This is an optimization exercise on Yosys and OpenROAD, whose aim is small area, not a production implementation.
The RTL was checked by simulation tests, not by an equivalence proof against the original design.
The flow treats the clock pin as an ideal source, which a real chip does not have.
Power figures rest on the tool's default switching activity, not on a simulated workload.

==> flow/config.mk <==
export PLATFORM = sky130hd
export DESIGN_NAME = datapathTop
export DESIGN_NICKNAME = datapathTop
export VERILOG_FILES = /design/flow/design.v
export SDC_FILE = /design/flow/constraint.sdc
export NUM_CORES = 4
export LEC_CHECK = 0
export CAP_MARGIN = 20
export CORE_MARGIN = 2
export CORE_UTILIZATION = 50
export CTS_BUF_LIST = sky130_fd_sc_hd__clkbuf_16
export CTS_CLUSTER_DIAMETER = 90
export CTS_CLUSTER_SIZE = 25
export SLEW_MARGIN = 20
export SYNTH_HIERARCHICAL = 1
export SYNTH_MINIMUM_KEEP_SIZE = 0
==> flow/constraint.sdc <==
create_clock -name core_clock -period 10.0 [get_ports {clock}]
set_input_delay 2.0000 -clock core_clock [delete_from_list [all_inputs] [get_ports {clock}]]
set_output_delay 2.0000 -clock core_clock [all_outputs]
set_load 0.01 [all_outputs]
==> flow/design.v <==
`timescale 1ns/1ps
`default_nettype none
package regFilePkg;
	typedef logic [5-1:0] regAddr_t;
	typedef logic [32-1:0] dataWord_t;
	typedef logic [32-1:0] wordEnable_t;
	typedef logic [15:0] immediate_t;
	typedef enum logic [3:0]
	{
		opAdd     = 4'd0,
		opSub     = 4'd1,
		opAnd     = 4'd2,
		opOr      = 4'd3,
		opXor     = 4'd4,
		opSlt     = 4'd5,
		opSll     = 4'd6,
		opSrl     = 4'd7,
		opLoadImm = 4'd8
	} aluOp_t;
	typedef struct packed
	{
		aluOp_t     op;
		regAddr_t   rd;
		regAddr_t   rs1;
		regAddr_t   rs2;
		immediate_t imm;
	} instruction_t;
endpackage
`default_nettype wire
`timescale 1ns/1ps
`default_nettype none
module writeDecoder
(
	input  regFilePkg::regAddr_t    writeAddr,
	input  logic        writeEnable,
	output regFilePkg::wordEnable_t wordEnable
);
	always_comb
	begin
		wordEnable = '0;
		for (int i = 0; i < 32; i++)
		begin
			if (writeEnable && (writeAddr == regFilePkg::regAddr_t'(i)))
			begin
				wordEnable[i] = 1'b1;
			end
		end
	end
endmodule
`default_nettype wire
`timescale 1ns/1ps
`default_nettype none
module registerWord
(
	input  logic      load,
	input  logic      loadN,
	input  regFilePkg::dataWord_t writeData,
	input  regFilePkg::dataWord_t value,
	output regFilePkg::dataWord_t nextValue
);
	assign nextValue = (writeData & {32{load}}) | (value & {32{loadN}});
endmodule
`default_nettype wire
`timescale 1ns/1ps
`default_nettype none
module readTerm3
(
	input  logic [2:0] select,
	input  logic [2:0] data,
	output logic       termN
);
	assign termN = ~((select[0] & data[0]) | (select[1] & data[1]) | (select[2] & data[2]));
endmodule
module readTerm2
(
	input  logic [1:0] select,
	input  logic [1:0] data,
	output logic       termN
);
	assign termN = ~((select[0] & data[0]) | (select[1] & data[1]));
endmodule
module readPortMux
(
	input  logic [32-1:0][32-1:0] words,
	input  regFilePkg::wordEnable_t valid,
	input  regFilePkg::regAddr_t  readAddr,
	output regFilePkg::dataWord_t readData
);
	regFilePkg::wordEnable_t select;
	always_comb
	begin
		for (int i = 0; i < 32; i++)
		begin
			select[i] = valid[i] && (readAddr == regFilePkg::regAddr_t'(i));
		end
	end
	for (genvar b = 0; b < 32; b++)
	begin : g_bit
		logic [10:0] termN;
		for (genvar t = 0; t < 10; t++)
		begin : g_term
			readTerm3 i_readTerm3
			(
				.select ({select[3*t+2], select[3*t+1], select[3*t]}),
				.data   ({words[3*t+2][b], words[3*t+1][b], words[3*t][b]}),
				.termN  (termN[t])
			);
		end
		readTerm2 i_readTerm2
		(
			.select ({select[31], select[30]}),
			.data   ({words[31][b], words[30][b]}),
			.termN  (termN[10])
		);
		assign readData[b] = ~&termN;
	end
endmodule
`default_nettype wire
`timescale 1ns/1ps
`default_nettype none
module registerFile
(
	input  logic      clock,
	input  logic      rstN,
	input  regFilePkg::regAddr_t  readAddrA,
	input  regFilePkg::regAddr_t  readAddrB,
	input  regFilePkg::regAddr_t  writeAddr,
	input  logic      writeEnable,
	input  regFilePkg::dataWord_t writeData,
	output regFilePkg::dataWord_t readDataA,
	output regFilePkg::dataWord_t readDataB
);
	regFilePkg::wordEnable_t wordEnable;
	regFilePkg::wordEnable_t wordValid;
	logic [32-1:0][32-1:0] wordValue;
	logic [32-1:0][32-1:0] wordNext;
	writeDecoder i_writeDecoder
	(
		.writeAddr   (writeAddr),
		.writeEnable (writeEnable),
		.wordEnable  (wordEnable)
	);
	for (genvar w = 0; w < 32; w++)
	begin : g_word
		registerWord i_registerWord
		(
			.load      (wordEnable[w]),
			.loadN     (~wordEnable[w]),
			.writeData (writeData),
			.value     (wordValue[w]),
			.nextValue (wordNext[w])
		);
	end
	always_ff @(posedge clock)
	begin
		wordValue <= wordNext;
	end
	always_ff @(posedge clock or negedge rstN)
	begin
		if (!rstN)
		begin
			wordValid <= '0;
		end
		else
		begin
			wordValid <= wordValid | wordEnable;
		end
	end
	readPortMux i_readPortA
	(
		.words    (wordValue),
		.valid    (wordValid),
		.readAddr (readAddrA),
		.readData (readDataA)
	);
	readPortMux i_readPortB
	(
		.words    (wordValue),
		.valid    (wordValid),
		.readAddr (readAddrB),
		.readData (readDataB)
	);
endmodule
`default_nettype wire
`timescale 1ns/1ps
`default_nettype none
module aluNand2 (input logic a, input logic b, output logic y);
	assign y = ~(a & b);
endmodule
module aluNor2 (input logic a, input logic b, output logic y);
	assign y = ~(a | b);
endmodule
module aluXor2 (input logic a, input logic b, output logic y);
	assign y = a ^ b;
endmodule
module aluXnor2 (input logic a, input logic b, output logic y);
	assign y = ~(a ^ b);
endmodule
module aluInv (input logic a, output logic y);
	assign y = ~a;
endmodule
module aluA21oi (input logic a1, input logic a2, input logic b1, output logic y);
	assign y = ~((a1 & a2) | b1);
endmodule
module aluO21ai (input logic a1, input logic a2, input logic b1, output logic y);
	assign y = ~((a1 | a2) & b1);
endmodule
module aluNand2b (input logic a, input logic b, output logic y);
	assign y = ~(a & ~b);
endmodule
module aluNor2b (input logic a, input logic b, output logic y);
	assign y = ~(a | ~b);
endmodule
module aluMux2i (input logic a0, input logic a1, input logic s, output logic y);
	assign y = ~(s ? a1 : a0);
endmodule
module aluAddEven
(
	input  logic a,
	input  logic bN,
	input  logic carryIn,
	output logic gen,
	output logic prop,
	output logic propXN,
	output logic carryOutN
);
	logic aN;
	aluInv    i_inv  (.a(a), .y(aN));
	aluNor2   i_gen  (.a(aN), .b(bN), .y(gen));
	aluNand2  i_prop (.a(aN), .b(bN), .y(prop));
	aluNand2b i_xor  (.a(prop), .b(gen), .y(propXN));
	aluA21oi  i_cy   (.a1(prop), .a2(carryIn), .b1(gen), .y(carryOutN));
endmodule
module aluAddOdd
(
	input  logic a,
	input  logic b,
	input  logic carryInN,
	output logic genN,
	output logic propN,
	output logic propX,
	output logic carryOut
);
	aluNand2 i_gen  (.a(a), .b(b), .y(genN));
	aluNor2  i_prop (.a(a), .b(b), .y(propN));
	aluXor2  i_xor  (.a(a), .b(b), .y(propX));
	aluO21ai i_cy   (.a1(propN), .a2(carryInN), .b1(genN), .y(carryOut));
endmodule
module aluResultBit
#(
	parameter bit EVEN  = 1'b0,    
	parameter bit LOW   = 1'b0,    
	parameter bit FIRST = 1'b0     
)
(
	input  logic selArith,
	input  logic selAnd,
	input  logic selOrXor,
	input  logic selSrl,
	input  logic selSll,
	input  logic selImm,
	input  logic selSlt,
	input  logic sum,
	input  logic genX,
	input  logic propX,
	input  logic shiftR,
	input  logic shiftL,
	input  logic imm,
	input  logic slt,
	output logic y
);
	logic genT, propT;
	assign genT  = EVEN ? genX : ~genX;
	assign propT = EVEN ? ~propX : propX;
	assign y = (selArith & sum) | (selAnd & genT) | (selOrXor & propT) | (selSrl & shiftR) |
		(selSll & shiftL) | (LOW & selImm & imm) | (FIRST & selSlt & slt);
endmodule
module aluUnit
(
	input  regFilePkg::aluOp_t     op,
	input  regFilePkg::dataWord_t  operandA,
	input  regFilePkg::dataWord_t  operandB,
	input  regFilePkg::immediate_t imm,
	output regFilePkg::dataWord_t  aluResult
);
	logic subtract;
	logic shiftLeft;
	logic lessThan;
	regFilePkg::dataWord_t andBit;     
	regFilePkg::dataWord_t orBit;      
	regFilePkg::dataWord_t xorBit;     
	regFilePkg::dataWord_t sum;
	logic [32:0] carry;                
	assign subtract  = (op == regFilePkg::opSub) || (op == regFilePkg::opSlt);
	assign shiftLeft = (op == regFilePkg::opSll);
	logic [31:16] carry0;    
	logic [31:16] carry1;    
	assign carry[0] = subtract;
	for (genvar i = 0; i < 32; i++)
	begin : g_add
		logic bx;
		logic lowCarry;
		logic cy0;
		logic cy1;
		if (i % 2 == 0)
		begin : g_even
			aluXnor2 i_bx (.a(operandB[i]), .b(subtract), .y(bx));
			if (i < 16)
			begin : g_low
				aluAddEven i_bit (.a(operandA[i]), .bN(bx), .carryIn(carry[i]),
					.gen(andBit[i]), .prop(orBit[i]), .propXN(xorBit[i]), .carryOutN(carry[i+1]));
			end
			else if (i == 16)
			begin : g_first
				aluAddEven i_bit (.a(operandA[i]), .bN(bx), .carryIn(1'b0),
					.gen(andBit[i]), .prop(orBit[i]), .propXN(xorBit[i]), .carryOutN(cy0));
				aluInv i_cy1 (.a(orBit[i]), .y(cy1));
			end
			else
			begin : g_high
				aluAddEven i_bit (.a(operandA[i]), .bN(bx), .carryIn(carry0[i]),
					.gen(andBit[i]), .prop(orBit[i]), .propXN(xorBit[i]), .carryOutN(cy0));
				aluA21oi i_cy1 (.a1(orBit[i]), .a2(carry1[i]), .b1(andBit[i]), .y(cy1));
			end
		end
		else
		begin : g_odd
			aluXor2 i_bx (.a(operandB[i]), .b(subtract), .y(bx));
			if (i < 16)
			begin : g_low
				aluAddOdd i_bit (.a(operandA[i]), .b(bx), .carryInN(carry[i]),
					.genN(andBit[i]), .propN(orBit[i]), .propX(xorBit[i]), .carryOut(carry[i+1]));
			end
			else
			begin : g_high
				aluAddOdd i_bit (.a(operandA[i]), .b(bx), .carryInN(carry0[i]),
					.genN(andBit[i]), .propN(orBit[i]), .propX(xorBit[i]), .carryOut(cy0));
				aluO21ai i_cy1 (.a1(orBit[i]), .a2(carry1[i]), .b1(andBit[i]), .y(cy1));
			end
		end
		if (i >= 16 && i < 31)
		begin : g_next
			assign carry0[i+1] = cy0;
			assign carry1[i+1] = cy1;
		end
	end
	logic [31:16] carryHigh;
	assign carryHigh[16] = carry[16];
	for (genvar i = 17; i < 32; i++)
	begin : g_select
		aluMux2i i_sel (.a0(carry0[i]), .a1(carry1[i]), .s(carry[16]), .y(carryHigh[i]));
	end
	for (genvar i = 0; i < 32; i++)
	begin : g_sum
		if (i < 17)
		begin : g_low
			aluXnor2 i_sum (.a(xorBit[i]), .b(i < 16 ? carry[i] : carryHigh[i]), .y(sum[i]));
		end
		else if (i % 2 == 0)
		begin : g_highEven
			aluXor2 i_sum (.a(xorBit[i]), .b(carryHigh[i]), .y(sum[i]));
		end
		else
		begin : g_highOdd
			aluXor2 i_sum (.a(xorBit[i]), .b(carryHigh[i]), .y(sum[i]));
		end
	end
	assign lessThan = (operandA[31] ^ operandB[31]) ? operandA[31] : sum[31];
	logic [5:0][31:0] level;    
	logic [4:0] shiftN;
	for (genvar i = 0; i < 32; i++)
	begin : g_reverse
		aluMux2i i_rev (.a0(operandA[i]), .a1(operandA[31-i]), .s(shiftLeft), .y(level[0][i]));
	end
	for (genvar k = 0; k < 5; k++)
	begin : g_level
		aluInv i_sn (.a(operandB[k]), .y(shiftN[k]));
		for (genvar i = 0; i < 32; i++)
		begin : g_bit
			if (i + (1 << k) < 32)
			begin : g_mux
				aluMux2i i_mux (.a0(level[k][i]), .a1(level[k][i + (1 << k)]), .s(operandB[k]),
					.y(level[k+1][i]));
			end
			else if (k % 2 == 0)
			begin : g_fillInv
				aluNor2 i_fill (.a(operandB[k]), .b(level[k][i]), .y(level[k+1][i]));
			end
			else
			begin : g_fillTrue
				aluNand2 i_fill (.a(shiftN[k]), .b(level[k][i]), .y(level[k+1][i]));
			end
		end
	end
	logic selArith, selAnd, selOrXor, selSrl, selSll, selImm, selSlt;
	assign selArith = (op == regFilePkg::opAdd) || (op == regFilePkg::opSub);
	assign selAnd   = (op == regFilePkg::opAnd) || (op == regFilePkg::opOr);
	assign selOrXor = (op == regFilePkg::opOr) || (op == regFilePkg::opXor);
	assign selSrl   = (op == regFilePkg::opSrl);
	assign selSll   = (op == regFilePkg::opSll);
	assign selImm   = (op == regFilePkg::opLoadImm);
	assign selSlt   = (op == regFilePkg::opSlt);
	for (genvar i = 0; i < 32; i++)
	begin : g_result
		aluResultBit #(.EVEN(i % 2 == 0), .LOW(i < 16), .FIRST(i == 0)) i_result
		(
			.selArith (selArith),
			.selAnd   (selAnd),
			.selOrXor (selOrXor),
			.selSrl   (selSrl),
			.selSll   (selSll),
			.selImm   (selImm),
			.selSlt   (selSlt),
			.sum      (sum[i]),
			.genX     (andBit[i]),
			.propX    (xorBit[i]),
			.shiftR   (level[5][i]),
			.shiftL   (level[5][31-i]),
			.imm      (imm[i % 16]),
			.slt      (lessThan),
			.y        (aluResult[i])
		);
	end
endmodule
`default_nettype wire
`timescale 1ns/1ps
`default_nettype none
module datapathTop
(
	input  logic         clock,
	input  logic         rstN,
	input  regFilePkg::instruction_t instruction,
	input  logic         issue,
	output regFilePkg::dataWord_t    result,
	output logic         resultValid
);
	regFilePkg::dataWord_t readDataA;
	regFilePkg::dataWord_t readDataB;
	regFilePkg::dataWord_t aluResult;
	registerFile i_registerFile
	(
		.clock       (clock),
		.rstN        (rstN),
		.readAddrA   (instruction.rs1),
		.readAddrB   (instruction.rs2),
		.writeAddr   (instruction.rd),
		.writeEnable (issue),
		.writeData   (aluResult),
		.readDataA   (readDataA),
		.readDataB   (readDataB)
	);
	aluUnit i_aluUnit
	(
		.op        (instruction.op),
		.operandA  (readDataA),
		.operandB  (readDataB),
		.imm       (instruction.imm),
		.aluResult (aluResult)
	);
	always_ff @(posedge clock or negedge rstN)
	begin
		if (!rstN)
		begin
			result      <= '0;
			resultValid <= 1'b0;
		end
		else
		begin
			resultValid <= issue;
			if (issue)
			begin
				result <= aluResult;
			end
		end
	end
endmodule
`default_nettype wire
==> flow/run.sh <==
#!/bin/bash
# synth_recipe.tcl (not shown) runs the flow's synth.tcl, then flattens the netlist and writes it again
# the make line also repeats each setting of config.mk as NAME=value (left out here)
make -C /OpenROAD-flow-scripts/flow DESIGN_CONFIG=/design/flow/config.mk WORK_HOME=/design/flow/orfs CLKGATE_MAP_FILE= SYNTH_SCRIPT=/design/flow/synth_recipe.tcl finish
==> impl_metrics.json, run 1 <==
{
  "grt_max_degree": 65,
  "routed-via-count": 45157,
  "yosysWarnings": 10,
  "min_path_type": "flop to flop",
  "synth_nets": 4126,
  "finalSetupTns_ns": 0,
  "worst_ep_required_time_ns": 10.60,
  "cts_tree": "yes",
  "antenna_found_initial": 30,
  "post_drt_wl_per_cell_um": 40.1,
  "peakVddDrop_uv": 141,
  "met1_length_um": 83500,
  "clockBufferDepth": 3,
  "numCtsBuffers": 51,
  "routed.top_layer": "met5",
  "cts.root.buffer_cell": "clkbuf_16",
  "cts_setup_buffers": 0,
  "drc_errors": 0,
  "clkSinkCount": 1089,
  "grt_usage_pct": 43.3,
  "die_y_um": 314,
  "dieArea_um2": 98700,
  "slew_violations": 0,
  "nets": 4286,
  "period_share_pct": 94.0,
  "synthCells": 4088,
  "drive_gt1_share_pct": 14.1,
  "finalPower_w": 0.00792,
  "grt_pass1_wl_um": 312000,
  "powerDensity_nw_per_um2": 152,
  "p_leak_nw": 19.1,
  "firstDrtPassIters": 14,
  "maxSlewHeadroom_pct": 29.4,
  "rows": 113,
  "cp-end-kind": "flop",
  "finalSetupViolCount": 0,
  "gp_congestion": 1.07,
  "cts_hold_buf": 0,
  "placed_cells": 5460,
  "fin_cells": 5546,
  "cts_resized": 0,
  "start_util_pct": 50.6,
  "worst_slew_pin_slew_ns": 1.06,
  "io_pins": 71,
  "crit_fanout": 33,
  "core_um2": 95200,
  "wl_met2_um": 87600,
  "rsz0062_at_grt": "no",
  "syn_avg_cell_area_um2": 11.8,
  "ant_nets": 0,
  "crit_path_top_delay_cell": "or3_2",
  "fin_crit_ns": 9.40,
  "vias_per_cell": 8.14,
  "drtIter0Drc": 10084,
  "skew_ns": 0.0648,
  "port_buffers": 70,
  "critical_path_class": "input port to flop",
  "grt_pass1_vias": 41670,
  "max_freq_mhz": 106,
  "path_clk_slew_ns": 0.10,
  "start_kind": "input port",
  "arrival_ns": 10.00,
  "clock_latency_ns": 0.75,
  "netlist_area_um2": 48100,
  "synthToLayoutAreaGrowth_pct": 8.11,
  "dr_wl_met3_um": 36000,
  "cp_common_cell": "a21oi_2",
  "hold_viol": 0,
  "maxCapViolCount": 0,
  "h-tree-depth": 2,
  "status": "no timing/DRC/antenna violations",
  "die_x_um": 314,
  "dp_hpwl_um": 140000,
  "drt_wl_total_um": 223000,
  "cpPeakStageDelay_ns": 0.58,
  "grt-ovfl-total": 0
}
-- critical path, delay by kind of cell --
family	cells	cell delay, ns
xor+xnor	2	0.33
compound gates	20	4.13
simple gates	7	2.08
mux	1	0.34
buf+inv	3	1.08
-- area by class of cell --
class	instances	area (um^2)
clock inverter	25	244
timing repair buffer	306	2580
clock buffer	52	1300
multi-input combinational	2749	24000
sequential	1089	22100
inverter	51	191
fill	8251	43200
antenna	9	22.5
tap	1265	1580
-- cells in the final DEF, fill, tap and decap left out, types with 65 or more instances in the layout --
cell / n
nand2_1: 76
a22oi_2: 71
buf_4: 228
a222oi_1: 657
a22o_1: 960
clkdlybuf4s50_1: 68
nand4_1: 145
dfxtp_1: 1024
mux2i_1: 176
dfrtp_1: 65
inv_1: 66
-- sequential cells by signal, indices dropped and copies added (netlist names) --
name	cells
resultValid	1
i_registerFile.wordValue	1024
i_registerFile.wordValid	32
result	32
-- through the flow --
stage | utilization [%] | hold WS, ns | cell area, um^2 | setup WS (ns)
detailed placement | 53.0 | 0.453 | 50400 | 0.146
global placement | 53.0 | 0.452 | 50400 | 0.272
floorplan | - | 0.437 | 48100 | 0.174
finish | 54.6 | 0.482 | 52000 | 0.599
CTS | 54.6 | 0.481 | 52000 | 0.884
global route | 54.6 | 0.511 | 52000 | 0.370
-- power by group --
group,switching (W),internal (W)
sequential,0.000165,0.00454
clock,0.00152,0.00102
combinational,0.000417,0.000251
-- routing by layer --
metal	up-vias	GRT usage (%)
met1	22012	58.2
met2	4167	58.9
met3	800	15.8
met5	-	0
li1	18156	-
met4	22	25.6
-- final timing paths --
kind,end,startpoint,cells past startpoint,slack (ns)
worst max register to register,i_registerFile.wordValue[576],i_registerFile.wordValid[12],31,2.55
worst max-delay path,i_registerFile.wordValue[576],instruction[16],33,0.60
max in group asynchronous,i_registerFile.wordValid[24],rstN,2,7.80
min in group asynchronous,result[12],rstN,1,1.15
worst min register to register,i_registerFile.wordValid[31],i_registerFile.wordValid[31],1,0.48
worst min-delay path,i_registerFile.wordValid[31],i_registerFile.wordValid[31],1,0.48
==> inputs of run 2 (changes only) <==
--- a/flow/design.v
+++ b/flow/design.v
@@ -457,6 +457,15 @@
 		.imm       (instruction.imm),
 		.aluResult (aluResult)
 	);
+	regFilePkg::dataWord_t resultNext;
+	registerWord i_resultHold
+	(
+		.load      (issue),
+		.loadN     (~issue),
+		.writeData (aluResult),
+		.value     (result),
+		.nextValue (resultNext)
+	);
 	always_ff @(posedge clock or negedge rstN)
 	begin
 		if (!rstN)
@@ -467,10 +476,7 @@
 		else
 		begin
 			resultValid <= issue;
-			if (issue)
-			begin
-				result <= aluResult;
-			end
+			result      <= resultNext;
 		end
 	end
 endmodule
==> run 2 against run 1 <==
Effect of this change: synthesized cell count about the same; area after synthesis decreased by 0.40%; fmax increased by 2.5%; wire length decreased by 3.0%; cell area decreased by 0.72%; worst setup slack improved by 0.23 ns; clock skew decreased by 0.0094 ns; register-to-register slack about the same; die area decreased by 0.39%; still clean on timing, DRC and antenna; utilization decreased by 0.31 points.
==> impl_metrics.json, run 2 <==
{
  "port_buffers": 70,
  "fin_crit_ns": 9.17,
  "placed_cells": 5461,
  "start_util_pct": 50.4,
  "rows": 113,
  "min_from": "i_registerFile.wordValid[5]",
  "max_freq_mhz": 109,
  "cpPeakStageDelay_ns": 0.66,
  "p_leak_nw": 18.9,
  "dp_hpwl_um": 134000,
  "powerDensity_nw_per_um2": 151,
  "finalSetupTns_ns": 0,
  "layout_common_cells": "dfxtp_1, a22o_1, a222oi_1, buf_4, mux2i_1",
  "nets": 4288,
  "synth_nets": 4129,
  "synthCells": 4091,
  "skew_ns": 0.0553,
  "hold_viol": 0,
  "largest_register_ffs": 1024,
  "io_pins": 71,
  "drive_gt1_share_pct": 13.2,
  "grt_pass1_vias": 41630,
  "peakVddDrop_uv": 140,
  "period_share_pct": 91.7,
  "crit_path_top_delay_cell": "clkdlybuf4s50_1",
  "path_clk_slew_ns": 0.10,
  "yosysWarnings": 10,
  "r2r-start": "i_registerFile.wordValid[9]",
  "worstRegToRegCells": 30,
  "grt-ovfl-total": 0,
  "finalSetupViolCount": 0,
  "final_common_cell": "dfxtp_1",
  "critical_path_class": "input port to flop",
  "worst_ep_required_time_ns": 10.60,
  "start_kind": "input port",
  "h-tree-depth": 2,
  "routed-via-count": 44801,
  "cts_setup_buffers": 0,
  "cp.buffers_inverters": 4,
  "grt_pass1_wl_um": 304000,
  "die_x_um": 314,
  "reg2reg_to": "i_registerFile.wordValue[792]",
  "drc_errors": 0,
  "dieArea_um2": 98300,
  "core_um2": 95000,
  "cts_hold_buf": 0,
  "antenna_found_initial": 15,
  "cts.root.buffer_cell": "clkbuf_16",
  "maxCapViolCount": 0,
  "min_path_cells": 1,
  "post_drt_wl_per_cell_um": 39.0,
  "vias_per_cell": 8.09,
  "crit_fanout": 22,
  "cts_tree": "yes",
  "firstDrtPassIters": 14,
  "drtIter0Drc": 10436,
  "ant_nets": 0,
  "cp_common_cell": "a21oi_2",
  "finalPower_w": 0.00782,
  "crit_family": "compound AO/OA/AOI/OAI gates",
  "die_y_um": 314,
  "setup_slack_ns": 0.831,
  "hold_end": "i_registerFile.wordValid[5]",
  "clockBufferDepth": 3,
  "status": "no timing/DRC/antenna violations",
  "place_ws_ns": 0.252,
  "drt_wl_total_um": 216000,
  "fin_cells": 5539,
  "synthToLayoutAreaGrowth_pct": 7.75,
  "grt_max_degree": 59,
  "clkSinkCount": 1089,
  "min_path_type": "flop to flop",
  "regMostFlops": "i_registerFile.wordValue",
  "slew_violations": 0,
  "worst_slew_pin_slew_ns": 0.993,
  "netlist_area_um2": 47900,
  "rrSetupSlack_ns": 2.56,
  "numCtsBuffers": 51,
  "grt_usage_pct": 41.9,
  "rsz0062_at_grt": "no",
  "hold_ws_ns": 0.483,
  "cts_resized": 0,
  "reg_top3": "i_registerFile.wordValue (1024), i_registerFile.wordValid (32), result (32)",
  "cp-end-kind": "flop",
  "clock_latency_ns": 0.74,
  "maxSlewHeadroom_pct": 33.7,
  "arrival_ns": 9.77,
  "gp_congestion": 1.05,
  "syn_avg_cell_area_um2": 11.7
}
-- run 2: final cells by class --
cell class,instances,area [um^2]
Timing Repair Buffer,307,2500
Clock buffer,51,1280
Tap cell,1265,1580
Antenna cell,5,12.5
Fill cell,8343,43400
Sequential cell,1089,22100
Clock inverter,21,176
Multi-Input combinational cell,2749,23800
Inverter,52,195
-- run 2: where the power goes --
part | switching (W) | internal, W | total (W)
clock | 0.00152 | 0.000946 | 0.00246
combinational | 0.000410 | 0.000245 | 0.000654
sequential | 0.000162 | 0.00454 | 0.00470
-- run 2: per-layer routing --
metal	wire, um	share of wire [%]	up-vias	GRT usage (%)
met3	31200	14	804	12.7
met2	89200	41	3940	60.6
met5	161	0.075	-	0
li1	-	-	18164	-
met1	79600	37	21881	54.8
met4	15700	7.3	12	26.1
-- run 2: worst reg2reg max path: cells and delay by family, from the launching register on --
family,cells,cell delay [ns]
xor gates and xnor gates,2,0.29
buffers and inverters,3,0.83
muxes,1,0.30
AOI/OAI and AO/OA,19,3.76
and+or+nand+nor,5,1.73
DFF,1,0.43
-- run 2: how the worst max path moves through the flow --
stage / start / endpoint / slack (ns) / cells after the start
after floorplan: instruction[16] / result[0] / 0.20 / 30
after global placement: instruction[17] / result[30] / 0.37 / 33
after detailed placement: instruction[20] / result[24] / 0.25 / 32
after CTS: instruction[20] / i_registerFile.wordValue[792] / 0.98 / 32
after global routing: instruction[20] / i_registerFile.wordValue[792] / 0.34 / 32
final: instruction[20] / i_registerFile.wordValue[792] / 0.83 / 32
-- run 2: through the flow --
| stage | area [um^2] | utilization, % |
|---|---|---|
| after CTS | 51600 | 54.3 |
| after detailed placement | 50100 | 52.8 |
| after floorplan | 47900 | - |
| after global routing | 51600 | 54.3 |
| after global placement | 50100 | 52.8 |
| final | 51600 | 54.3 |
==> inputs of run 3 (changes only) <==
==> flow/flow/run.sh (new file) <==
#!/bin/bash
# The standard layout, with one added step after clock tree synthesis: flow/downsize.tcl
# swaps over-sized logic cells and port buffers for smaller ones of the same function where
# timing, slew and capacitance allow. Each tool's output goes to a log of its own here.
set -euo pipefail
bash standard.sh synth > standard_synth.log 2>&1
bash standard.sh cts > standard_cts.log 2>&1
FLOW_RESULTS="$PWD/orfs/results/$FLOW_PLATFORM/datapathTop/base" \
	openroad -no_init -exit flow/downsize.tcl > downsize.log 2>&1
bash standard.sh finish > standard_finish.log 2>&1
==> flow/flow/downsize.tcl (new file) <==
# Downsize over-sized logic cells and port buffers after clock tree synthesis, keeping timing
# and the slew and capacitance limits: each swap to the next smaller cell of the same function
# is kept only if setup slack stays above a margin and no limit is broken.
set results $::env(FLOW_RESULTS)
set platform $::env(FLOW_HOME)/platforms/sky130hd
read_liberty $platform/lib/sky130_fd_sc_hd__tt_025C_1v80.lib
read_db $results/4_cts.odb
read_sdc $results/4_cts.sdc
source $platform/setRC.tcl
set_propagated_clock [all_clocks]
estimate_parasitics -placement

set margin 0.05
set start_slack [sta::worst_slack -max]
set start_slew [sta::max_slew_violation_count]
set start_cap [sta::max_capacitance_violation_count]
puts "start: worst slack $start_slack, slew violations $start_slew, cap violations $start_cap"
set floor [expr {$start_slack - $margin}]

# worst slack over limit for slew and capacitance, kept at least 20% of the limit, as the
# flow's own repair aims for
proc limit_ratio {} {
  set r 1.0
  set l [sta::max_slew_check_limit]
  if {$l > 0} { set r [expr {min($r, [sta::max_slew_check_slack] / $l)}] }
  set l [sta::max_capacitance_check_limit]
  if {$l > 0} { set r [expr {min($r, [sta::max_capacitance_check_slack] / $l)}] }
  return $r
}
set start_ratio [limit_ratio]
set ratio_floor [expr {min($start_ratio, 0.2)}]
puts "start limit ratio $start_ratio"

proc cell_area {name} {
  set m [[ord::get_db] findMaster $name]
  if {$m == "NULL"} { return -1 }
  return [expr {[$m getWidth] * [$m getHeight] / 1.0e6}]
}

# candidate replacements for a master, smallest first
proc smaller {name} {
  set out {}
  if {[regexp {^sky130_fd_sc_hd__clkdlybuf4s50_1$} $name]} {
    return {sky130_fd_sc_hd__buf_1 sky130_fd_sc_hd__buf_2}
  }
  if {![regexp {^(sky130_fd_sc_hd__[a-z0-9]+)_([0-9]+)$} $name -> base size]} { return {} }
  # buffers the flow's repair put on long or heavily loaded nets stay as they are
  if {[regexp {__(buf|clkbuf|clkinv|clkdlybuf|dlygate|dfxtp|dfrtp|tapvpwrvgnd|conb|diode|fill|decap)} $name]} { return {} }
  foreach s {0 1 2 4 6 8 12 16} {
    if {$s >= $size} { break }
    set cand ${base}_$s
    if {[cell_area $cand] > 0 && [cell_area $cand] < [cell_area $name]} { lappend out $cand }
  }
  return $out
}

set saved 0.0
set swaps 0
set block [ord::get_db_block]
foreach inst [$block getInsts] {
  set old [[$inst getMaster] getName]
  set cands [smaller $old]
  if {$cands == {}} { continue }
  set sinst [sta::find_instance [$inst getName]]
  foreach cand $cands {
    replace_cell $sinst $cand
    set ok 1
    if {[sta::worst_slack -max] < $floor} { set ok 0 }
    if {$ok && [sta::worst_slack -min] < 0.05} { set ok 0 }
    if {$ok && [sta::max_slew_violation_count] > $start_slew} { set ok 0 }
    if {$ok && [sta::max_capacitance_violation_count] > $start_cap} { set ok 0 }
    if {$ok && [limit_ratio] < $ratio_floor} { set ok 0 }
    if {$ok} {
      set saved [expr {$saved + [cell_area $old] - [cell_area $cand]}]
      incr swaps
      puts "  [$inst getName]: $old -> $cand"
      break
    }
    replace_cell $sinst $old
  }
}
puts "swaps $swaps, area saved $saved um2"
puts "end: limit ratio [limit_ratio], worst slack [sta::worst_slack -max], hold [sta::worst_slack -min], slew violations [sta::max_slew_violation_count], cap violations [sta::max_capacitance_violation_count]"
detailed_placement
check_placement
write_db $results/4_cts.odb
==> flow/standard.sh (new file) <==
#!/bin/bash
# synth_recipe.tcl (not shown) runs the flow's synth.tcl, then flattens the netlist and writes it again
# the make line also repeats each setting of config.mk as NAME=value (left out here)
make -C /OpenROAD-flow-scripts/flow DESIGN_CONFIG=/design/flow/config.mk WORK_HOME=/design/flow/orfs CLKGATE_MAP_FILE= SYNTH_SCRIPT=/design/flow/synth_recipe.tcl "${@:-finish}"
removed: flow/run.sh
==> run 3 against run 2 <==
Effect of this change: critical path type unchanged; area after synthesis unchanged; critical path depth unchanged; worst hold slack worse by 0.00070 ns; sequential cell count unchanged; non-clock buffer count unchanged; global-route usage about the same; worst setup slack better by 0.089 ns; sequential share of layout area up 1.2 points; largest cell class unchanged; synthesized cell count unchanged; cell count about the same.
==> impl_metrics.json, run 3 <==
{
  "largest_register_ffs": 1024,
  "worst_ep_required_time_ns": 10.63,
  "hold_viol": 0,
  "path_clk_slew_ns": 0.10,
  "rsz0062_at_grt": "no",
  "rrSetupSlack_ns": 2.31,
  "start_kind": "input port",
  "maxSlewHeadroom_pct": 26.1,
  "skew_ns": 0.0568,
  "netlist_area_um2": 47900,
  "slew_violations": 0,
  "die_y_um": 314,
  "arrival_ns": 9.71,
  "peakVddDrop_uv": 137,
  "fin_crit_ns": 9.08,
  "grt-ovfl-total": 0,
  "routed-via-count": 44731,
  "synth_nets": 4129,
  "grt_usage_pct": 41.9,
  "drt_wl_total_um": 216000,
  "nets": 4288,
  "vias_per_cell": 8.07,
  "worst_slew_pin_slew_ns": 1.10,
  "firstDrtPassIters": 15,
  "finalSetupViolCount": 0,
  "final_util_pct": 52.9,
  "grt_pass1_wl_um": 304000,
  "synthCells": 4091,
  "dieArea_um2": 98300,
  "reg_top3": "i_registerFile.wordValue (1024), i_registerFile.wordValid (32), result (32)",
  "clockBufferDepth": 3,
  "cpPeakStageDelay_ns": 0.59,
  "cts_hold_buf": 0,
  "port_buffers": 70,
  "nFillCells": 8626,
  "cts.root.buffer_cell": "clkbuf_16",
  "p_leak_nw": 18.6,
  "rows": 113,
  "synthToLayoutAreaGrowth_pct": 4.91,
  "io_pins": 71,
  "h-tree-depth": 2,
  "numCtsBuffers": 51,
  "min_path_type": "flop to flop",
  "hold_ws_ns": 0.482,
  "post_drt_wl_per_cell_um": 38.9,
  "grt_max_degree": 59,
  "powerDensity_nw_per_um2": 155,
  "clkSinkCount": 1089,
  "gp_congestion": 1.05,
  "cp_common_cell": "o21ai_1",
  "start_util_pct": 50.4,
  "syn_avg_cell_area_um2": 11.7,
  "dp_hpwl_um": 134000,
  "clock_latency_ns": 0.73,
  "cts_setup_buffers": 0,
  "cp-end-kind": "flop",
  "yosysWarnings": 10,
  "finalSetupTns_ns": 0,
  "cts_resized": 0,
  "crit_path_top_delay_cell": "or3_1",
  "critical_path_class": "input port to flop",
  "final_common_cell": "a22o_1",
  "drtIter0Drc": 10462,
  "maxCapViolCount": 0,
  "die_x_um": 314,
  "max_freq_mhz": 110,
  "cts_tree": "yes",
  "grt_pass1_vias": 41682,
  "core_um2": 95000,
  "period_share_pct": 90.8,
  "layout_common_cells": "a22o_1, dfxtp_1, a222oi_1, buf_4, mux2i_1",
  "ant_nets": 0,
  "antenna_found_initial": 14,
  "drive_gt1_share_pct": 7.14,
  "status": "no timing/DRC/antenna violations",
  "drc_errors": 0,
  "crit_fanout": 16,
  "regMostFlops": "i_registerFile.wordValue"
}
-- run 3: cell types whose count changed in the layout (fill, tap and decap cells not counted), sizes merged --
cell	delta
diode	+5
buf	+68
clkdlybuf4s50	-68
-- run 3: routing by layer --
metal  global-route usage (%)  up-vias  routed length [um]
met2                     60.3     3804               88900
li1                         -    18173                   -
met3                     12.9      821               30900
met5                    0.967        -                 174
met1                     54.5    21925               79800
met4                     26.5        8               16100
-- run 3: report_power, final --
| part | switching (W) | leakage, nW | internal (W) |
|---|---|---|---|
| Clock | 0.00152 | 0.749 | 0.000942 |
| Sequential | 0.000159 | 9.10 | 0.00454 |
| Combinational | 0.000399 | 8.71 | 0.000221 |
-- run 3: layout make-up --
cell class              count  area, um^2  share of cell area, %
flip-flops and latches   1089       22100                   44.0
diodes                     10        25.0                 0.0498
well taps                1265        1580                   3.15
clock buffers              51        1280                   2.54
inverters                  52         195                  0.388
clock inverters            21         161                  0.321
multi-input cells        2749       22800                   45.4
repair buffers            307        2080                   4.13
-- run 3: critical path: cells and delay by family --
family	cells	cell delay, ns
mux	1	0.16
compound gates	19	4.21
simple gates	6	1.83
buf+inv	4	1.04
xor+xnor	2	0.43
-- run 3: path summary, 6_finish.rpt --
check                                                end  depth (start not counted)                         start
setup / recovery           i_registerFile.wordValue[190]                         32               instruction[20]
hold / removal               i_registerFile.wordValid[5]                          1   i_registerFile.wordValid[5]
setup reg to reg           i_registerFile.wordValue[190]                         30  i_registerFile.wordValid[11]
hold reg to reg              i_registerFile.wordValid[5]                          1   i_registerFile.wordValid[5]
max in group asynchronous    i_registerFile.wordValid[8]                          2                          rstN
min in group asynchronous                     result[17]                          1                          rstN
-- run 3: metrics by stage --
stage          cell area [um^2]  worst slack [ns]  instances  total power, W
2_1_floorplan             47900             0.200       4091         0.00514
5_1_grt                   50200             0.516       5536         0.00796
6_report                  50300             0.920       5544         0.00778
3_3_place_gp              50100             0.372       5461         0.00541
3_5_place_dp              50100             0.252       5461         0.00542
4_1_cts                   51600             0.978       5533         0.00779
==> inputs of run 4 (changes only) <==
==> flow/flow/run.sh (replaced) <==
#!/bin/bash
# The standard layout, with two added steps: after clock tree synthesis, flow/downsize.tcl
# swaps over-sized logic cells and port buffers for smaller ones of the same function where
# timing, slew and capacitance allow; after global routing, flow/downsize_grt.tcl takes buffers one
# size down with the global routes' parasitics. Each tool's output goes to a log of its
# own here.
set -euo pipefail
R="$PWD/orfs/results/$FLOW_PLATFORM/datapathTop/base"
bash standard.sh synth > standard_synth.log 2>&1
bash standard.sh cts > standard_cts.log 2>&1
FLOW_RESULTS="$R" openroad -no_init -exit flow/downsize.tcl > downsize.log 2>&1
bash standard.sh grt > standard_grt.log 2>&1
FLOW_RESULTS="$R" openroad -no_init -exit flow/downsize_grt.tcl > downsize_grt.log 2>&1
bash standard.sh finish > standard_finish.log 2>&1
==> flow/flow/downsize_grt.tcl (new file) <==
# Second pass after global routing, with parasitics from the global routes: take buffers one
# size down (not below buf_2) while setup slack stays within 0.05 ns of where it started and no
# slew or capacitance limit is broken. Writes the global-routing result back for detailed
# routing.
set results $::env(FLOW_RESULTS)
set platform $::env(FLOW_HOME)/platforms/sky130hd
read_liberty $platform/lib/sky130_fd_sc_hd__tt_025C_1v80.lib
read_db $results/5_1_grt.odb
read_sdc $results/5_1_grt.sdc
source $platform/setRC.tcl
set_propagated_clock [all_clocks]
read_guides $results/route.guide
estimate_parasitics -global_routing

set margin 0.05
set start_slack [sta::worst_slack -max]
set start_slew [sta::max_slew_violation_count]
set start_cap [sta::max_capacitance_violation_count]
puts "start: worst slack $start_slack, slew violations $start_slew, cap violations $start_cap"
set floor [expr {$start_slack - 0.05}]
set max_hpwl 200.0

# worst slack over limit for slew and capacitance, kept at least 20% of the limit, as the
# flow's own repair aims for
proc limit_ratio {} {
  set r 1.0
  set l [sta::max_slew_check_limit]
  if {$l > 0} { set r [expr {min($r, [sta::max_slew_check_slack] / $l)}] }
  set l [sta::max_capacitance_check_limit]
  if {$l > 0} { set r [expr {min($r, [sta::max_capacitance_check_slack] / $l)}] }
  return $r
}
set start_ratio [limit_ratio]
set ratio_floor [expr {min($start_ratio, 0.2)}]
puts "start limit ratio $start_ratio"

proc cell_area {name} {
  set m [[ord::get_db] findMaster $name]
  if {$m == "NULL"} { return -1 }
  return [expr {[$m getWidth] * [$m getHeight] / 1.0e6}]
}

# candidate replacements: a buffer one size down, never below buf_2; other cells were sized
# after clock tree synthesis already
proc smaller {name} {
  array set down {16 8 12 6 8 4 6 4 4 2}
  if {![regexp {^sky130_fd_sc_hd__buf_([0-9]+)$} $name -> size]} { return {} }
  if {![info exists down($size)]} { return {} }
  return [list sky130_fd_sc_hd__buf_$down($size)]
}

# half perimeter of the bounding box of a net's pins, in um
proc net_hpwl {net} {
  set x0 1e12; set y0 1e12; set x1 -1e12; set y1 -1e12
  foreach it [$net getITerms] {
    set box [[$it getInst] getBBox]
    set x [expr {([$box xMin] + [$box xMax]) / 2.0}]
    set y [expr {([$box yMin] + [$box yMax]) / 2.0}]
    set x0 [expr {min($x0, $x)}]; set x1 [expr {max($x1, $x)}]
    set y0 [expr {min($y0, $y)}]; set y1 [expr {max($y1, $y)}]
  }
  return [expr {($x1 - $x0 + $y1 - $y0) / 1000.0}]
}

set saved 0.0
set swaps 0
set block [ord::get_db_block]
foreach inst [$block getInsts] {
  set old [[$inst getMaster] getName]
  set cands [smaller $old]
  if {$cands == {}} { continue }
  # only buffers driving short nets: on long wires a weaker driver is slower than the
  # global-route estimate shows
  set out [$inst findITerm X]
  if {$out == "NULL" || [$out getNet] == "NULL" || [net_hpwl [$out getNet]] > $::max_hpwl} { continue }
  set sinst [sta::find_instance [$inst getName]]
  foreach cand $cands {
    replace_cell $sinst $cand
    set ok 1
    if {[sta::worst_slack -max] < $floor} { set ok 0 }
    if {$ok && [sta::worst_slack -min] < 0.05} { set ok 0 }
    if {$ok && [sta::max_slew_violation_count] > $start_slew} { set ok 0 }
    if {$ok && [sta::max_capacitance_violation_count] > $start_cap} { set ok 0 }
    if {$ok && [limit_ratio] < $ratio_floor} { set ok 0 }
    if {$ok} {
      set saved [expr {$saved + [cell_area $old] - [cell_area $cand]}]
      incr swaps
      puts "  [$inst getName]: $old -> $cand"
      break
    }
    replace_cell $sinst $old
  }
}
puts "swaps $swaps, area saved $saved um2"
puts "end: limit ratio [limit_ratio], worst slack [sta::worst_slack -max], hold [sta::worst_slack -min], slew violations [sta::max_slew_violation_count], cap violations [sta::max_capacitance_violation_count]"
detailed_placement
check_placement
write_db $results/5_1_grt.odb
==> run 4 against run 3 <==
Effect of this change: non-clock buffer count did not move; highest routed layer unchanged; first-iteration DRC count fell by 1.2%; sequential power barely moved; critical path type unchanged.
==> impl_metrics.json, run 4 <==
{
  "worst_ep_required_time_ns": 10.62,
  "cts_setup_buffers": 0,
  "layout_common_cells": "a22o_1, dfxtp_1, a222oi_1, mux2i_1, buf_4",
  "maxSlewHeadroom_pct": 24.7,
  "crit_fanout": 16,
  "cts_tree": "yes",
  "cts_resized": 0,
  "grt_usage_pct": 41.9,
  "synthToLayoutAreaGrowth_pct": 4.44,
  "cp-endpoint": "i_registerFile.wordValue[510]",
  "fin_cells": 5545,
  "final_cell_area_um2": 50000,
  "peakVddDrop_uv": 138,
  "rrSetupSlack_ns": 2.20,
  "reg2reg_to": "i_registerFile.wordValue[510]",
  "cp-end-kind": "flop",
  "rsz0062_at_grt": "no",
  "final_common_cell": "a22o_1",
  "core_um2": 95000,
  "dp_hpwl_um": 134000,
  "netlist_area_um2": 47900,
  "nFillCells": 8663,
  "path_clk_slew_ns": 0.10,
  "hold_ws_ns": 0.480,
  "finalSetupTns_ns": 0,
  "critical_path_class": "input port to flop",
  "drive_gt1_share_pct": 7.14,
  "finalPower_w": 0.00777,
  "port_buffers": 70,
  "maxCapViolCount": 0,
  "period_share_pct": 91.9,
  "skew_ns": 0.0660,
  "post_drt_wl_per_cell_um": 38.9,
  "drt_wl_total_um": 216000,
  "cts.root.buffer_cell": "clkbuf_16",
  "yosysWarnings": 10,
  "gp_congestion": 1.05,
  "grt-ovfl-total": 0,
  "crit_path_top_delay_cell": "or3_1",
  "clockBufferDepth": 3,
  "arrival_ns": 9.81,
  "p_leak_nw": 18.6,
  "ant_nets": 0,
  "start_kind": "input port",
  "max_freq_mhz": 109,
  "slew_violations": 0,
  "largest_register_ffs": 1024,
  "firstDrtPassIters": 14,
  "die_x_um": 314,
  "synthCells": 4091,
  "r2r-start": "i_registerFile.wordValid[11]",
  "die_y_um": 314,
  "grt_pass1_wl_um": 304000,
  "grt_max_degree": 59,
  "grt_pass1_vias": 41682,
  "fin_crit_ns": 9.19,
  "cpPeakStageDelay_ns": 0.59,
  "synth_nets": 4129,
  "start_util_pct": 50.4,
  "nets": 4288,
  "critPathLaunch": "instruction[20]",
  "finalSetupViolCount": 0,
  "vias_per_cell": 8.08,
  "rows": 113,
  "cts_hold_buf": 0,
  "cp_common_cell": "o21ai_1",
  "io_pins": 71,
  "hold_viol": 0,
  "syn_avg_cell_area_um2": 11.7,
  "routed-via-count": 44831,
  "antenna_found_initial": 14,
  "powerDensity_nw_per_um2": 155,
  "clkSinkCount": 1089,
  "worstRegToRegCells": 30,
  "worst_slew_pin_slew_ns": 1.13,
  "drc_errors": 0,
  "dieArea_um2": 98300,
  "min_path_type": "flop to flop",
  "placed_cells": 5461,
  "status": "no timing/DRC/antenna violations",
  "reg_top3": "i_registerFile.wordValue (1024), i_registerFile.wordValid (32), result (32)",
  "numCtsBuffers": 51,
  "clock_latency_ns": 0.74,
  "regMostFlops": "i_registerFile.wordValue",
  "h-tree-depth": 2,
  "placed_area_um2": 50100,
  "drtIter0Drc": 10337
}
==> run 4: cell types whose count changed in the layout (fill, tap and decap cells not counted), sizes merged <==
cell | previous run | this run
diode | 10 | 11
==> run 4: worst min path at each step <==
stage                                             from                           end  cells past startpoint  slack (ns)
after detailed placement   i_registerFile.wordValid[5]   i_registerFile.wordValid[5]                      1        0.45
final                      i_registerFile.wordValid[5]   i_registerFile.wordValid[5]                      1        0.48
after global routing      i_registerFile.wordValid[21]  i_registerFile.wordValid[21]                      1        0.51
after global placement    i_registerFile.wordValid[21]  i_registerFile.wordValid[21]                      1        0.45
after floorplan           i_registerFile.wordValid[30]  i_registerFile.wordValid[30]                      1        0.44
after CTS                  i_registerFile.wordValid[5]   i_registerFile.wordValid[5]                      1        0.48
==> run 4: layout make-up <==
| cell class | count | area, um^2 | area share (%) |
|---|---|---|---|
| Antenna cell | 11 | 27.5 | 0.0550 |
| Timing Repair Buffer | 307 | 1850 | 3.70 |
| Multi-Input combinational cell | 2749 | 22800 | 45.6 |
| Clock inverter | 21 | 161 | 0.323 |
| Inverter | 52 | 195 | 0.390 |
| Tap cell | 1265 | 1580 | 3.16 |
| Clock buffer | 51 | 1280 | 2.55 |
| Sequential cell | 1089 | 22100 | 44.2 |
==> run 4: critical path, delay by kind of cell <==
family / cells / cell delay (ns)
simple gates: 6 / 1.83
xor+xnor: 2 / 0.43
mux: 1 / 0.19
compound gates: 19 / 4.19
buf+inv: 4 / 1.12
==> run 4: metrics by stage <==
stage	setup WS (ns)	utilization [%]
global placement	0.372	52.8
detailed placement	0.252	52.8
CTS	0.978	54.3
floorplan	0.200	-
global route	0.516	52.9
finish	0.811	52.7
==> run 4: per-layer routing <==
layer / vias to the layer above / part of all wire [%] / GRT usage [%]
met5: - / 0.092 / 0.967
met4: 8 / 7.7 / 26.5
met3: 873 / 15 / 12.9
met2: 3890 / 41 / 60.3
met1: 21866 / 37 / 54.5
li1: 18194 / - / -
==> run 4: power by group <==
group	total [W]	internal, W	switching [W]
registers	0.00470	0.00454	0.000159
clock network	0.00245	0.000941	0.00151
logic	0.000615	0.000217	0.000398
total	0.00777	0.00570	0.00207

port drivers added, routing unchanged:
The results above use ideal ports. As a check the final layouts listed here were re-extracted and re-timed, cells and wires unchanged.
Step 1 assumes that a clkbuf_16 drives the clock port and a buf_2 every other input.
Step 2 times the ports against the registers' clock, not the clock port: input delays grow and output delays shrink by t, the midpoint of the rising clock arrivals with the driver on.
Three values: ideal ports, drivers, drivers and shift; two values: the first two.
| run | t, ns | setup slack, ns | clock arrival spread, ns | pins driven straight from the clock port |
|---|---|---|---|---|
| run 1 | 0.788 | 0.599 / 0.644 / -0.144 | 0.064 / 0.064 | 1 |
| run 2 | 0.776 | 0.831 / 0.864 / 0.088 | 0.055 / 0.055 | 1 |
| run 3 | 0.779 | 0.920 / 0.958 / 0.179 | 0.057 / 0.056 | 1 |
| run 4 | 0.780 | 0.811 / 0.850 / 0.070 | 0.066 / 0.066 | 1 |
Met with ideal ports but missed after step 2: setup timing in run 1.
